Context: an optimization exercise on an open-source flow, tuned for a short achievable clock period and few clock cycles per item. The choices shown serve that exercise and are no tape-out recipe. Only simulation tests tie the RTL to the original design; equivalence was not proved. Power figures rest on the tool's default switching activity, not on a simulated workload.

==> inputs of 12-04 <==
==> flow/design.v <==
package lpht_pkg;
    localparam int SLOTS_DEF     = 16;
    localparam int KEY_BYTES_DEF = 8;
    localparam int LEN_W     = 5;
    localparam int OP_W      = 2;
    localparam int STATUS_W  = 2;
    localparam int KEY_W     = 64;
    localparam int VALUE_W   = 64;
    localparam int MARK_W    = 2;
    localparam logic [LEN_W-1:0] TLEN_RESET = 5'd16;
    typedef enum logic [OP_W-1:0] {
        OP_INSERT = 2'd0,
        OP_FIND   = 2'd1,
        OP_REMOVE = 2'd2
    } t_op;
    typedef enum logic [STATUS_W-1:0] {
        ST_DONE      = 2'd0,
        ST_NOT_FOUND = 2'd1,
        ST_DUPLICATE = 2'd2,
        ST_FULL      = 2'd3
    } t_status;
    typedef enum logic [MARK_W-1:0] {
        MARK_EMPTY   = 2'd0,
        MARK_USED    = 2'd1,
        MARK_DELETED = 2'd2
    } t_mark;
endpackage
module lpht_ram #(
    parameter int WIDTH = 8,
    parameter int DEPTH = 16
) (
    input  logic                     i_clk,
    input  logic                     i_we,
    input  logic [$clog2(DEPTH)-1:0] i_waddr,
    input  logic [WIDTH-1:0]         i_wdata,
    input  logic [$clog2(DEPTH)-1:0] i_raddr,
    output logic [WIDTH-1:0]         o_rdata
);
    logic [WIDTH-1:0] r_mem [DEPTH];
    logic [WIDTH-1:0] r_rdata;
    always_ff @(posedge i_clk) begin
        if (i_we) begin
            r_mem[i_waddr] <= i_wdata;
        end
        r_rdata <= r_mem[i_raddr];
    end
    assign o_rdata = r_rdata;
endmodule
module linear_probe_hash_table #(
    parameter int SLOTS     = lpht_pkg::SLOTS_DEF,
    parameter int KEY_BYTES = lpht_pkg::KEY_BYTES_DEF
) (
    input  logic                                            i_clk,
    input  logic                                            i_rst_n,
    input  logic                                            s_axis_tvalid,
    output logic                                            s_axis_tready,
    input  logic [lpht_pkg::KEY_W+lpht_pkg::VALUE_W-1:0]    s_axis_tdata,
    input  logic [lpht_pkg::OP_W-1:0]                       s_axis_tuser,
    output logic                                            m_axis_tvalid,
    input  logic                                            m_axis_tready,
    output logic [lpht_pkg::VALUE_W-1:0]                    m_axis_tdata,
    output logic [lpht_pkg::STATUS_W-1:0]                   m_axis_tuser,
    input  logic                                            i_cfg_we,
    input  logic [lpht_pkg::LEN_W-1:0]                      i_cfg_wdata
);
    localparam int KW   = 64;
    localparam int VW   = lpht_pkg::VALUE_W;
    localparam int LW   = lpht_pkg::LEN_W;
    localparam int NS   = 16;               
    localparam int QD   = 11;               
    localparam int QAW  = 4;
    localparam int OW   = 4;
    logic [LW-1:0] r_tlen;
    logic [4:0]    r_n;                 
    logic [6:0]    r_mul [1:7];         
    logic [NS-1:0] r_nmask;             
    always_ff @(posedge i_clk) begin
        if (!i_rst_n) begin
            r_tlen <= lpht_pkg::TLEN_RESET;
        end else if (i_cfg_we) begin
            r_tlen <= i_cfg_wdata;
        end
    end
    always_ff @(posedge i_clk) begin
        if (r_tlen == '0) begin
            r_n <= 5'd1;
        end else if (r_tlen > 5'd16) begin
            r_n <= 5'd16;
        end else begin
            r_n <= r_tlen;
        end
        for (int k = 1; k < 8; k++) begin
            r_mul[k] <= 7'(k * r_n);
        end
        for (int s = 0; s < NS; s++) begin
            r_nmask[s] <= (5'(s) < r_n);
        end
    end
    logic          r_ready;
    logic          take, pop;
    assign s_axis_tready = r_ready;
    assign take = s_axis_tvalid && r_ready;
    logic          p1_v, p2_v, p3_v;
    logic [1:0]    p1_op, p2_op, p3_op;
    logic [KW-1:0] p1_key, p2_key, p3_key;
    logic [VW-1:0] p1_val, p2_val, p3_val;
    logic [8:0]    p1_s [4];
    logic [9:0]    p2_s [2];
    logic [10:0]   p3_x;
    always_ff @(posedge i_clk) begin
        p1_v   <= take && i_rst_n;
        p1_op  <= s_axis_tuser;
        p1_key <= s_axis_tdata[KW-1:0];
        p1_val <= s_axis_tdata[lpht_pkg::KEY_W +: VW];
        for (int i = 0; i < 4; i++) begin
            p1_s[i] <= 9'(s_axis_tdata[16*i +: 8]) + 9'(s_axis_tdata[16*i+8 +: 8]);
        end
        p2_v   <= p1_v && i_rst_n;
        p2_op  <= p1_op;
        p2_key <= p1_key;
        p2_val <= p1_val;
        p2_s[0] <= 10'(p1_s[0]) + 10'(p1_s[1]);
        p2_s[1] <= 10'(p1_s[2]) + 10'(p1_s[3]);
        p3_v   <= p2_v && i_rst_n;
        p3_op  <= p2_op;
        p3_key <= p2_key;
        p3_val <= p2_val;
        p3_x   <= 11'(p2_s[0]) + 11'(p2_s[1]);
    end
    function automatic logic [3:0] rem_digit(input logic [3:0] r, input logic [2:0] d,
                                             input logic [6:0] m1, input logic [6:0] m2,
                                             input logic [6:0] m3, input logic [6:0] m4,
                                             input logic [6:0] m5, input logic [6:0] m6,
                                             input logic [6:0] m7);
        logic [6:0] t;
        logic [6:0] m [1:7];
        logic [8:1] ge;
        logic [3:0] res;
        t = {r, d};
        m[1] = m1; m[2] = m2; m[3] = m3; m[4] = m4; m[5] = m5; m[6] = m6; m[7] = m7;
        ge[8] = 1'b0;
        for (int k = 1; k < 8; k++) begin
            ge[k] = (t >= m[k]);
        end
        res = ge[1] ? 4'd0 : t[3:0];
        for (int k = 1; k < 8; k++) begin
            if (ge[k] && !ge[k+1]) begin
                res = t[3:0] - m[k][3:0];
            end
        end
        rem_digit = res;
    endfunction
    logic          q_v   [4];
    logic [1:0]    q_op  [4];
    logic [KW-1:0] q_key [4];
    logic [VW-1:0] q_val [4];
    logic [10:0]   q_x   [4];
    logic [3:0]    q_r   [4];
    always_comb begin
        q_v[0]   = p3_v;
        q_op[0]  = p3_op;
        q_key[0] = p3_key;
        q_val[0] = p3_val;
        q_x[0]   = p3_x;
        q_r[0]   = '0;
    end
    for (genvar g = 0; g < 3; g++) begin : g_rem
        logic [2:0] dg;
        if (g == 0) begin : g_d0
            assign dg = {1'b0, q_x[g][10:9]};
        end else begin : g_dn
            assign dg = q_x[g][11 - 3*g -: 3];
        end
        always_ff @(posedge i_clk) begin
            q_v[g+1]   <= q_v[g] && i_rst_n;
            q_op[g+1]  <= q_op[g];
            q_key[g+1] <= q_key[g];
            q_val[g+1] <= q_val[g];
            q_x[g+1]   <= q_x[g];
            q_r[g+1]   <= rem_digit(q_r[g], dg, r_mul[1], r_mul[2], r_mul[3], r_mul[4],
                                    r_mul[5], r_mul[6], r_mul[7]);
        end
    end
    logic [KW-1:0] r_keys [NS];
    logic [VW-1:0] r_vals [NS];
    logic [NS-1:0] r_used;
    logic [NS-1:0] r_del;
    logic [NS-1:0] w_sel;                
    logic [KW-1:0] w_key;
    logic [VW-1:0] w_val;
    always_ff @(posedge i_clk) begin
        for (int s = 0; s < NS; s++) begin
            if (w_sel[s]) begin
                r_keys[s] <= w_key;
                r_vals[s] <= w_val;
            end
        end
    end
    logic          e_v;
    logic [1:0]    e_op;
    logic [KW-1:0] e_key;
    logic [VW-1:0] e_val;
    logic [3:0]    e_h;
    logic [NS-1:0] e_mraw;
    logic          e_eq1, e_eq2;
    logic          d_v;
    logic [1:0]    d_op;
    logic [KW-1:0] d_key;
    logic [VW-1:0] d_val;
    always_ff @(posedge i_clk) begin
        e_v   <= q_v[3] && i_rst_n;
        e_op  <= q_op[3];
        e_key <= q_key[3];
        e_val <= q_val[3];
        e_h   <= rem_digit(q_r[3], q_x[3][2:0], r_mul[1], r_mul[2], r_mul[3], r_mul[4],
                           r_mul[5], r_mul[6], r_mul[7]);
        e_eq1 <= (q_key[3] == e_key);
        e_eq2 <= (q_key[3] == d_key);
        for (int s = 0; s < NS; s++) begin
            e_mraw[s] <= (q_key[3] == (w_sel[s] ? w_key : r_keys[s]));
        end
    end
    logic [NS-1:0] d_sh, d_sl, d_fh, d_fl, d_hv;    
    logic [NS-1:0] p_sel, f_sel, hit_sel;
    logic          hit, anyfree, any_sh, any_fh;
    logic          is_ins, is_find, is_rem;
    logic [NS-1:0] ins_sel, rem_sel;
    lpht_pkg::t_status st;
    always_comb begin
        any_sh = |d_sh;
        any_fh = |d_fh;
        for (int s = 0; s < NS; s++) begin
            logic [NS-1:0] below;
            below = (NS'(1) << s) - NS'(1);
            p_sel[s] = (d_sh[s] && !(|(d_sh & below))) ||
                       (d_sl[s] && !(|(d_sl & below)) && !any_sh);
            f_sel[s] = (d_fh[s] && !(|(d_fh & below))) ||
                       (d_fl[s] && !(|(d_fl & below)) && !any_fh);
        end
        hit_sel = p_sel & d_hv;
        hit     = |hit_sel;
        anyfree = any_fh || (|d_fl);
        is_ins  = d_v && (d_op == lpht_pkg::OP_INSERT);
        is_find = d_v && (d_op == lpht_pkg::OP_FIND);
        is_rem  = d_v && (d_op == lpht_pkg::OP_REMOVE);
        ins_sel = (is_ins && !hit) ? f_sel : '0;
        rem_sel = is_rem ? hit_sel : '0;
        st      = lpht_pkg::ST_NOT_FOUND;
        if (is_ins) begin
            st = hit ? lpht_pkg::ST_DUPLICATE : (anyfree ? lpht_pkg::ST_DONE : lpht_pkg::ST_FULL);
        end else if ((is_find || is_rem) && hit) begin
            st = lpht_pkg::ST_DONE;
        end
    end
    logic [NS-1:0] used_n, del_n, match_n, hv_n, stop_n, free_n, hi_n, lo_n;
    always_comb begin
        used_n = (r_used & ~rem_sel) | ins_sel;
        del_n  = (r_del & ~ins_sel) | rem_sel;
        for (int s = 0; s < NS; s++) begin
            hi_n[s] = (4'(s) >= e_h) && r_nmask[s];
            lo_n[s] = (4'(s) < e_h);
        end
        match_n = (ins_sel & {NS{e_eq1}}) |
                  (~ins_sel & ((w_sel & {NS{e_eq2}}) | (~w_sel & e_mraw)));
        hv_n    = used_n & match_n;
        stop_n  = (~used_n & ~del_n) | hv_n;
        free_n  = ~used_n;
    end
    logic          v_v;
    lpht_pkg::t_status v_st;
    logic [NS-1:0] v_sel;
    always_ff @(posedge i_clk) begin
        if (!i_rst_n) begin
            r_used <= '0;
            r_del  <= '0;
            w_sel  <= '0;
            d_v    <= 1'b0;
            v_v    <= 1'b0;
        end else begin
            r_used <= used_n;
            r_del  <= del_n;
            w_sel  <= ins_sel;
            d_v    <= e_v;
            v_v    <= d_v;
        end
        d_op  <= e_op;
        d_key <= e_key;
        d_val <= e_val;
        d_sh  <= stop_n & hi_n;
        d_sl  <= stop_n & lo_n;
        d_fh  <= free_n & hi_n;
        d_fl  <= free_n & lo_n;
        d_hv  <= hv_n;
        w_key <= d_key;
        w_val <= d_val;
        v_st  <= st;
        v_sel <= is_find ? hit_sel : '0;
    end
    logic [VW-1:0] v_val;
    always_comb begin
        v_val = '0;
        for (int s = 0; s < NS; s++) begin
            v_val = v_val | (r_vals[s] & {VW{v_sel[s]}});
        end
    end
    localparam int RESW = VW + 2;    
    logic [RESW-1:0] qq [QD];
    logic [QAW-1:0] q_rd, q_wr, q_rd1;
    logic [QD-1:0]  q_t;             
    logic [RESW-1:0] v_res, q_at_rd, q_at_rd1, o_n;
    logic           r_ov;
    logic [RESW-1:0] r_o;
    assign v_res    = {v_st, v_val};
    assign q_rd1    = (q_rd == QAW'(QD - 1)) ? '0 : q_rd + QAW'(1);
    assign q_at_rd  = qq[q_rd];
    assign q_at_rd1 = qq[q_rd1];
    assign pop      = r_ov && m_axis_tready;
    always_comb begin
        if (pop) begin
            o_n = q_t[1] ? q_at_rd1 : v_res;
        end else begin
            o_n = q_t[0] ? q_at_rd : v_res;
        end
    end
    always_ff @(posedge i_clk) begin
        if (v_v) begin
            qq[q_wr] <= v_res;
        end
        r_o <= o_n;
    end
    always_ff @(posedge i_clk) begin
        if (!i_rst_n) begin
            r_ov <= 1'b0;
            q_rd <= '0;
            q_wr <= '0;
            q_t  <= '0;
        end else begin
            if (pop) begin
                q_rd <= q_rd1;
            end
            if (v_v) begin
                q_wr <= (q_wr == QAW'(QD - 1)) ? '0 : q_wr + QAW'(1);
            end
            if (pop) begin
                q_t  <= v_v ? q_t : {1'b0, q_t[QD-1:1]};
                r_ov <= v_v || q_t[1];
            end else begin
                q_t  <= v_v ? {q_t[QD-2:0], 1'b1} : q_t;
                r_ov <= v_v || q_t[0];
            end
        end
    end
    logic [QD-1:0] o_t;              
    always_ff @(posedge i_clk) begin
        if (!i_rst_n) begin
            o_t     <= '0;
            r_ready <= 1'b1;
        end else begin
            if (pop) begin
                o_t     <= take ? o_t : {1'b0, o_t[QD-1:1]};
                r_ready <= take ? !o_t[QD-1] : 1'b1;
            end else begin
                o_t     <= take ? {o_t[QD-2:0], 1'b1} : o_t;
                r_ready <= take ? !o_t[QD-2] : !o_t[QD-1];
            end
        end
    end
    assign m_axis_tvalid = r_ov;
    assign m_axis_tuser  = r_o[VW +: 2];
    assign m_axis_tdata  = r_o[VW-1:0];
endmodule
==> flow/run.sh <==
#!/bin/bash
# synth_recipe.tcl (not shown) runs the flow's synth.tcl, then flattens the netlist and writes it again
# the make line also repeats each setting of config.mk as NAME=value (left out here)
make -C /OpenROAD-flow-scripts/flow DESIGN_CONFIG=/design/flow/config.mk WORK_HOME=/design/flow/orfs CLKGATE_MAP_FILE= SYNTH_SCRIPT=/design/flow/synth_recipe.tcl finish
==> flow/config.mk <==
export PLATFORM = sky130hd
export DESIGN_NAME = linear_probe_hash_table
export DESIGN_NICKNAME = linear_probe_hash_table
export VERILOG_FILES = /design/flow/design.v
export SDC_FILE = /design/flow/constraint.sdc
export NUM_CORES = 4
export LEC_CHECK = 0
export CAP_MARGIN = 20
export CORE_MARGIN = 2
export CORE_UTILIZATION = 40
export PLACE_DENSITY = 0.6
export SETUP_SLACK_MARGIN = 4.6
export SLEW_MARGIN = 20
==> flow/constraint.sdc <==
create_clock -name core_clock -period 7.0 [get_ports {i_clk}]
set_input_delay 1.4000 -clock core_clock [delete_from_list [all_inputs] [get_ports {i_clk}]]
set_output_delay 1.4000 -clock core_clock [all_outputs]
set_load 0.01 [all_outputs]
==> 08-18: changes against 12-04 <==
==> flow/design.v, changed modules only <==
module linear_probe_hash_table #(
    parameter int SLOTS     = lpht_pkg::SLOTS_DEF,
    parameter int KEY_BYTES = lpht_pkg::KEY_BYTES_DEF
) (
    input  logic                                            i_clk,
    input  logic                                            i_rst_n,
    input  logic                                            s_axis_tvalid,
    output logic                                            s_axis_tready,
    input  logic [lpht_pkg::KEY_W+lpht_pkg::VALUE_W-1:0]    s_axis_tdata,
    input  logic [lpht_pkg::OP_W-1:0]                       s_axis_tuser,
    output logic                                            m_axis_tvalid,
    input  logic                                            m_axis_tready,
    output logic [lpht_pkg::VALUE_W-1:0]                    m_axis_tdata,
    output logic [lpht_pkg::STATUS_W-1:0]                   m_axis_tuser,
    input  logic                                            i_cfg_we,
    input  logic [lpht_pkg::LEN_W-1:0]                      i_cfg_wdata
);
    localparam int KW   = 64;
    localparam int VW   = lpht_pkg::VALUE_W;
    localparam int LW   = lpht_pkg::LEN_W;
    localparam int NS   = 16;               
    localparam int QD   = 13;               
    localparam int QAW  = 4;
    localparam int OW   = 4;
    logic [LW-1:0] r_tlen;
    logic [4:0]    r_n;                 
    logic [6:0]    r_mul [1:7];         
    logic [NS-1:0] r_nmask;             
    always_ff @(posedge i_clk) begin
        if (!i_rst_n) begin
            r_tlen <= lpht_pkg::TLEN_RESET;
        end else if (i_cfg_we) begin
            r_tlen <= i_cfg_wdata;
        end
    end
    always_ff @(posedge i_clk) begin
        if (r_tlen == '0) begin
            r_n <= 5'd1;
        end else if (r_tlen > 5'd16) begin
            r_n <= 5'd16;
        end else begin
            r_n <= r_tlen;
        end
        for (int k = 1; k < 8; k++) begin
            r_mul[k] <= 7'(k * r_n);
        end
        for (int s = 0; s < NS; s++) begin
            r_nmask[s] <= (5'(s) < r_n);
        end
    end
    logic          r_ready;
    logic [OW-1:0] r_owed;
    logic          take, pop;
    assign s_axis_tready = r_ready;
    assign take = s_axis_tvalid && r_ready;
    logic          p0_v;
    logic [1:0]    p0_op;
    logic [KW-1:0] p0_key;
    logic [VW-1:0] p0_val;
    always_ff @(posedge i_clk) begin
        p0_v   <= take && i_rst_n;
        p0_op  <= s_axis_tuser;
        p0_key <= s_axis_tdata[KW-1:0];
        p0_val <= s_axis_tdata[lpht_pkg::KEY_W +: VW];
    end
    logic          p1_v, p2_v, p3_v;
    logic [1:0]    p1_op, p2_op, p3_op;
    logic [KW-1:0] p1_key, p2_key, p3_key;
    logic [VW-1:0] p1_val, p2_val, p3_val;
    logic [8:0]    p1_s [4];
    logic [9:0]    p2_s [2];
    logic [10:0]   p3_x;
    always_ff @(posedge i_clk) begin
        p1_v   <= p0_v && i_rst_n;
        p1_op  <= p0_op;
        p1_key <= p0_key;
        p1_val <= p0_val;
        for (int i = 0; i < 4; i++) begin
            p1_s[i] <= 9'(p0_key[16*i +: 8]) + 9'(p0_key[16*i+8 +: 8]);
        end
        p2_v   <= p1_v && i_rst_n;
        p2_op  <= p1_op;
        p2_key <= p1_key;
        p2_val <= p1_val;
        p2_s[0] <= 10'(p1_s[0]) + 10'(p1_s[1]);
        p2_s[1] <= 10'(p1_s[2]) + 10'(p1_s[3]);
        p3_v   <= p2_v && i_rst_n;
        p3_op  <= p2_op;
        p3_key <= p2_key;
        p3_val <= p2_val;
        p3_x   <= 11'(p2_s[0]) + 11'(p2_s[1]);
    end
    function automatic logic [3:0] rem_digit(input logic [3:0] r, input logic [2:0] d,
                                             input logic [6:0] m1, input logic [6:0] m2,
                                             input logic [6:0] m3, input logic [6:0] m4,
                                             input logic [6:0] m5, input logic [6:0] m6,
                                             input logic [6:0] m7);
        logic [6:0] t;
        logic [6:0] m [1:7];
        logic [8:1] ge;
        logic [3:0] res;
        t = {r, d};
        m[1] = m1; m[2] = m2; m[3] = m3; m[4] = m4; m[5] = m5; m[6] = m6; m[7] = m7;
        ge[8] = 1'b0;
        for (int k = 1; k < 8; k++) begin
            ge[k] = (t >= m[k]);
        end
        res = ge[1] ? 4'd0 : t[3:0];
        for (int k = 1; k < 8; k++) begin
            if (ge[k] && !ge[k+1]) begin
                res = t[3:0] - m[k][3:0];
            end
        end
        rem_digit = res;
    endfunction
    logic          q_v   [4];
    logic [1:0]    q_op  [4];
    logic [KW-1:0] q_key [4];
    logic [VW-1:0] q_val [4];
    logic [10:0]   q_x   [4];
    logic [3:0]    q_r   [4];
    always_comb begin
        q_v[0]   = p3_v;
        q_op[0]  = p3_op;
        q_key[0] = p3_key;
        q_val[0] = p3_val;
        q_x[0]   = p3_x;
        q_r[0]   = '0;
    end
    for (genvar g = 0; g < 3; g++) begin : g_rem
        logic [2:0] dg;
        if (g == 0) begin : g_d0
            assign dg = {1'b0, q_x[g][10:9]};
        end else begin : g_dn
            assign dg = q_x[g][11 - 3*g -: 3];
        end
        always_ff @(posedge i_clk) begin
            q_v[g+1]   <= q_v[g] && i_rst_n;
            q_op[g+1]  <= q_op[g];
            q_key[g+1] <= q_key[g];
            q_val[g+1] <= q_val[g];
            q_x[g+1]   <= q_x[g];
            q_r[g+1]   <= rem_digit(q_r[g], dg, r_mul[1], r_mul[2], r_mul[3], r_mul[4],
                                    r_mul[5], r_mul[6], r_mul[7]);
        end
    end
    logic [KW-1:0] r_keys [NS];
    logic [VW-1:0] r_vals [NS];
    logic [NS-1:0] r_used;
    logic [NS-1:0] r_del;
    logic [NS-1:0] w_sel;                
    logic [KW-1:0] w_key;
    logic [VW-1:0] w_val;
    always_ff @(posedge i_clk) begin
        for (int s = 0; s < NS; s++) begin
            if (w_sel[s]) begin
                r_keys[s] <= w_key;
                r_vals[s] <= w_val;
            end
        end
    end
    logic          e_v;
    logic [1:0]    e_op;
    logic [KW-1:0] e_key;
    logic [VW-1:0] e_val;
    logic [3:0]    e_h;
    logic [NS-1:0] e_mraw;
    logic          e_eq1, e_eq2;
    logic          d_v;
    logic [1:0]    d_op;
    logic [KW-1:0] d_key;
    logic [VW-1:0] d_val;
    always_ff @(posedge i_clk) begin
        e_v   <= q_v[3] && i_rst_n;
        e_op  <= q_op[3];
        e_key <= q_key[3];
        e_val <= q_val[3];
        e_h   <= rem_digit(q_r[3], q_x[3][2:0], r_mul[1], r_mul[2], r_mul[3], r_mul[4],
                           r_mul[5], r_mul[6], r_mul[7]);
        e_eq1 <= (q_key[3] == e_key);
        e_eq2 <= (q_key[3] == d_key);
        for (int s = 0; s < NS; s++) begin
            e_mraw[s] <= (q_key[3] == (w_sel[s] ? w_key : r_keys[s]));
        end
    end
    logic [NS-1:0] d_sh, d_sl, d_fh, d_fl, d_hv;    
    logic [NS-1:0] p_sel, f_sel, hit_sel;
    logic          hit, anyfree, any_sh, any_fh;
    logic          is_ins, is_find, is_rem;
    logic [NS-1:0] ins_sel, rem_sel;
    lpht_pkg::t_status st;
    always_comb begin
        any_sh = |d_sh;
        any_fh = |d_fh;
        for (int s = 0; s < NS; s++) begin
            logic [NS-1:0] below;
            below = (NS'(1) << s) - NS'(1);
            p_sel[s] = (d_sh[s] && !(|(d_sh & below))) ||
                       (d_sl[s] && !(|(d_sl & below)) && !any_sh);
            f_sel[s] = (d_fh[s] && !(|(d_fh & below))) ||
                       (d_fl[s] && !(|(d_fl & below)) && !any_fh);
        end
        hit_sel = p_sel & d_hv;
        hit     = |hit_sel;
        anyfree = any_fh || (|d_fl);
        is_ins  = d_v && (d_op == lpht_pkg::OP_INSERT);
        is_find = d_v && (d_op == lpht_pkg::OP_FIND);
        is_rem  = d_v && (d_op == lpht_pkg::OP_REMOVE);
        ins_sel = (is_ins && !hit) ? f_sel : '0;
        rem_sel = is_rem ? hit_sel : '0;
        st      = lpht_pkg::ST_NOT_FOUND;
        if (is_ins) begin
            st = hit ? lpht_pkg::ST_DUPLICATE : (anyfree ? lpht_pkg::ST_DONE : lpht_pkg::ST_FULL);
        end else if ((is_find || is_rem) && hit) begin
            st = lpht_pkg::ST_DONE;
        end
    end
    logic [NS-1:0] used_n, del_n, match_n, hv_n, stop_n, free_n, hi_n, lo_n;
    always_comb begin
        used_n = (r_used & ~rem_sel) | ins_sel;
        del_n  = (r_del & ~ins_sel) | rem_sel;
        for (int s = 0; s < NS; s++) begin
            hi_n[s] = (4'(s) >= e_h) && r_nmask[s];
            lo_n[s] = (4'(s) < e_h);
        end
        match_n = (ins_sel & {NS{e_eq1}}) |
                  (~ins_sel & ((w_sel & {NS{e_eq2}}) | (~w_sel & e_mraw)));
        hv_n    = used_n & match_n;
        stop_n  = (~used_n & ~del_n) | hv_n;
        free_n  = ~used_n;
    end
    logic          v_v;
    lpht_pkg::t_status v_st;
    logic [NS-1:0] v_sel;
    always_ff @(posedge i_clk) begin
        if (!i_rst_n) begin
            r_used <= '0;
            r_del  <= '0;
            w_sel  <= '0;
            d_v    <= 1'b0;
            v_v    <= 1'b0;
        end else begin
            r_used <= used_n;
            r_del  <= del_n;
            w_sel  <= ins_sel;
            d_v    <= e_v;
            v_v    <= d_v;
        end
        d_op  <= e_op;
        d_key <= e_key;
        d_val <= e_val;
        d_sh  <= stop_n & hi_n;
        d_sl  <= stop_n & lo_n;
        d_fh  <= free_n & hi_n;
        d_fl  <= free_n & lo_n;
        d_hv  <= hv_n;
        w_key <= d_key;
        w_val <= d_val;
        v_st  <= st;
        v_sel <= is_find ? hit_sel : '0;
    end
    logic [VW-1:0] v_val;
    always_comb begin
        v_val = '0;
        for (int s = 0; s < NS; s++) begin
            v_val = v_val | (r_vals[s] & {VW{v_sel[s]}});
        end
    end
    logic              r_hv;
    lpht_pkg::t_status r_hst;
    logic [VW-1:0]     r_hval;
    lpht_pkg::t_status qq_st  [QD-1];
    logic [VW-1:0]     qq_val [QD-1];
    logic [QAW-1:0]    q_rd, q_wr, q_cnt;
    logic              head_free;
    assign pop       = r_hv && m_axis_tready;
    assign head_free = !r_hv || m_axis_tready;
    always_ff @(posedge i_clk) begin
        if (v_v) begin
            qq_st[q_wr]  <= v_st;
            qq_val[q_wr] <= v_val;
        end
    end
    always_ff @(posedge i_clk) begin
        if (!i_rst_n) begin
            r_hv  <= 1'b0;
            q_rd  <= '0;
            q_wr  <= '0;
            q_cnt <= '0;
        end else begin
            if (head_free) begin
                if (q_cnt != '0) begin
                    r_hv <= 1'b1;
                    q_rd <= (q_rd == QAW'(QD - 2)) ? '0 : q_rd + QAW'(1);
                    if (v_v) begin
                        q_wr <= (q_wr == QAW'(QD - 2)) ? '0 : q_wr + QAW'(1);
                    end else begin
                        q_cnt <= q_cnt - QAW'(1);
                    end
                end else begin
                    r_hv <= v_v;
                end
            end else if (v_v) begin
                q_wr  <= (q_wr == QAW'(QD - 2)) ? '0 : q_wr + QAW'(1);
                q_cnt <= q_cnt + QAW'(1);
            end
        end
    end
    always_ff @(posedge i_clk) begin
        if (head_free) begin
            if (q_cnt != '0) begin
                r_hst  <= qq_st[q_rd];
                r_hval <= qq_val[q_rd];
            end else begin
                r_hst  <= v_st;
                r_hval <= v_val;
            end
        end
    end
    always_ff @(posedge i_clk) begin
        if (!i_rst_n) begin
            r_owed  <= '0;
            r_ready <= 1'b1;
        end else begin
            case ({take, pop})
                2'b10: begin
                    r_owed  <= r_owed + OW'(1);
                    r_ready <= (r_owed + OW'(1)) < OW'(QD);
                end
                2'b01: begin
                    r_owed  <= r_owed - OW'(1);
                    r_ready <= 1'b1;
                end
                default: begin
                    r_ready <= r_owed < OW'(QD);
                end
            endcase
        end
    end
    assign m_axis_tvalid = r_hv;
    assign m_axis_tuser  = r_hst;
    assign m_axis_tdata  = r_hval;
endmodule
ABC_CLOCK_PERIOD_IN_PS = 2200   (was unset)
==> results.txt <==
| quantity | 12-04 | 08-18 |
|---|---|---|
| Outcome | complete, no violations | complete, no violations |
| Setup slack after layout | 4.041 ns | 3.650 ns |
| Fraction of standard cell area that is sequential | 0.5280 | 0.5615 |
| Capturing point of the worst reg2reg path | d_hv[15]$_DFF_P_ | d_sl[8]$_DFF_P_ |
| Ratio of routed vias to standard cells | 5.749 | 5.664 |
| Met1 layer usage reported by global route | 0.3596 | 0.3464 |
| Logic inverters | 205 | 203 |
| Sum of net half-perimeters after detailed placement | 309000 um | 299900 um |
| Detailed route wirelength on metal2 | 248400 um | 244700 um |
| FF/Latch Area | 105400 um^2 | 110200 um^2 |
| Netlist area before placement | 162100 um^2 | 160500 um^2 |
| Flip-flop and latch count after synthesis | 4362 | 4545 |
| Post-cts sizing count | 1457 | 1083 |
| Router iterations before antenna repair | 6 | 5 |
| Maximum clock rate | 338.0 MHz | 298.5 MHz |
| Fraction of area in multi-input gates | 0.2881 | 0.2610 |
| Share of total power in the clock network | 0.419 | 0.415 |
| Max-Slew Margin vs Limit | 0.2411 | 0.2035 |
| Layout area overhead | 23.18% | 22.28% |
| Synth unique cells | 81 | 93 |
| Switching Power | 14.37 mW | 14.92 mW |
| Number of instances in the synthesized netlist | 11760 | 10950 |
| Power, Total | 58.49 mW | 60.53 mW |
| Synth Net Count | 12130 | 11330 |
| Highest-delay cell along the critical path | sky130_fd_sc_hd__or4_4 | sky130_fd_sc_hd__edfxtp_1 |
| Seq pwr | 28.1 mW | 29.3 mW |
Testbench counts of 12-04, summed over its fixed seeds: cycles 4,080, items 4,000.
Testbench counts of 08-18, summed over its fixed seeds: cycles 4,088, items 4,000.

==> port drivers added, routing unchanged <==
How much do the figures lean on ideal ports? The routed layouts below were timed once more, with nothing changed but the port constraints. Step 1 sets driving cells, clkbuf_16 on the clock port and buf_2 on the other inputs (assumed; they add their load-dependent delay and slew). Step 2 times the ports against the registers' clock, not the clock port: input delays grow and output delays shrink by t, the midpoint of the rising clock arrivals with the driver on. Slacks: no drivers / after step 1 / after step 2; pairs: no drivers / after step 1.
run | t (ns) | setup slack, ns | worst setup path at the end | worst data-port slew with drivers (ns) | pins driven straight from the clock port
12-04 | 1.095 | 4.041 / 3.930 / 3.616 | input to register | 0.09 | 1
08-18 | 1.075 | 3.650 / 3.538 / 3.638 | input to register | 0.07 | 1
After both steps setup and hold are still met in every run listed. For 12-04, which loses most, drivers alone change the setup slack by -0.111 ns; drivers and shift together by -0.425 ns.
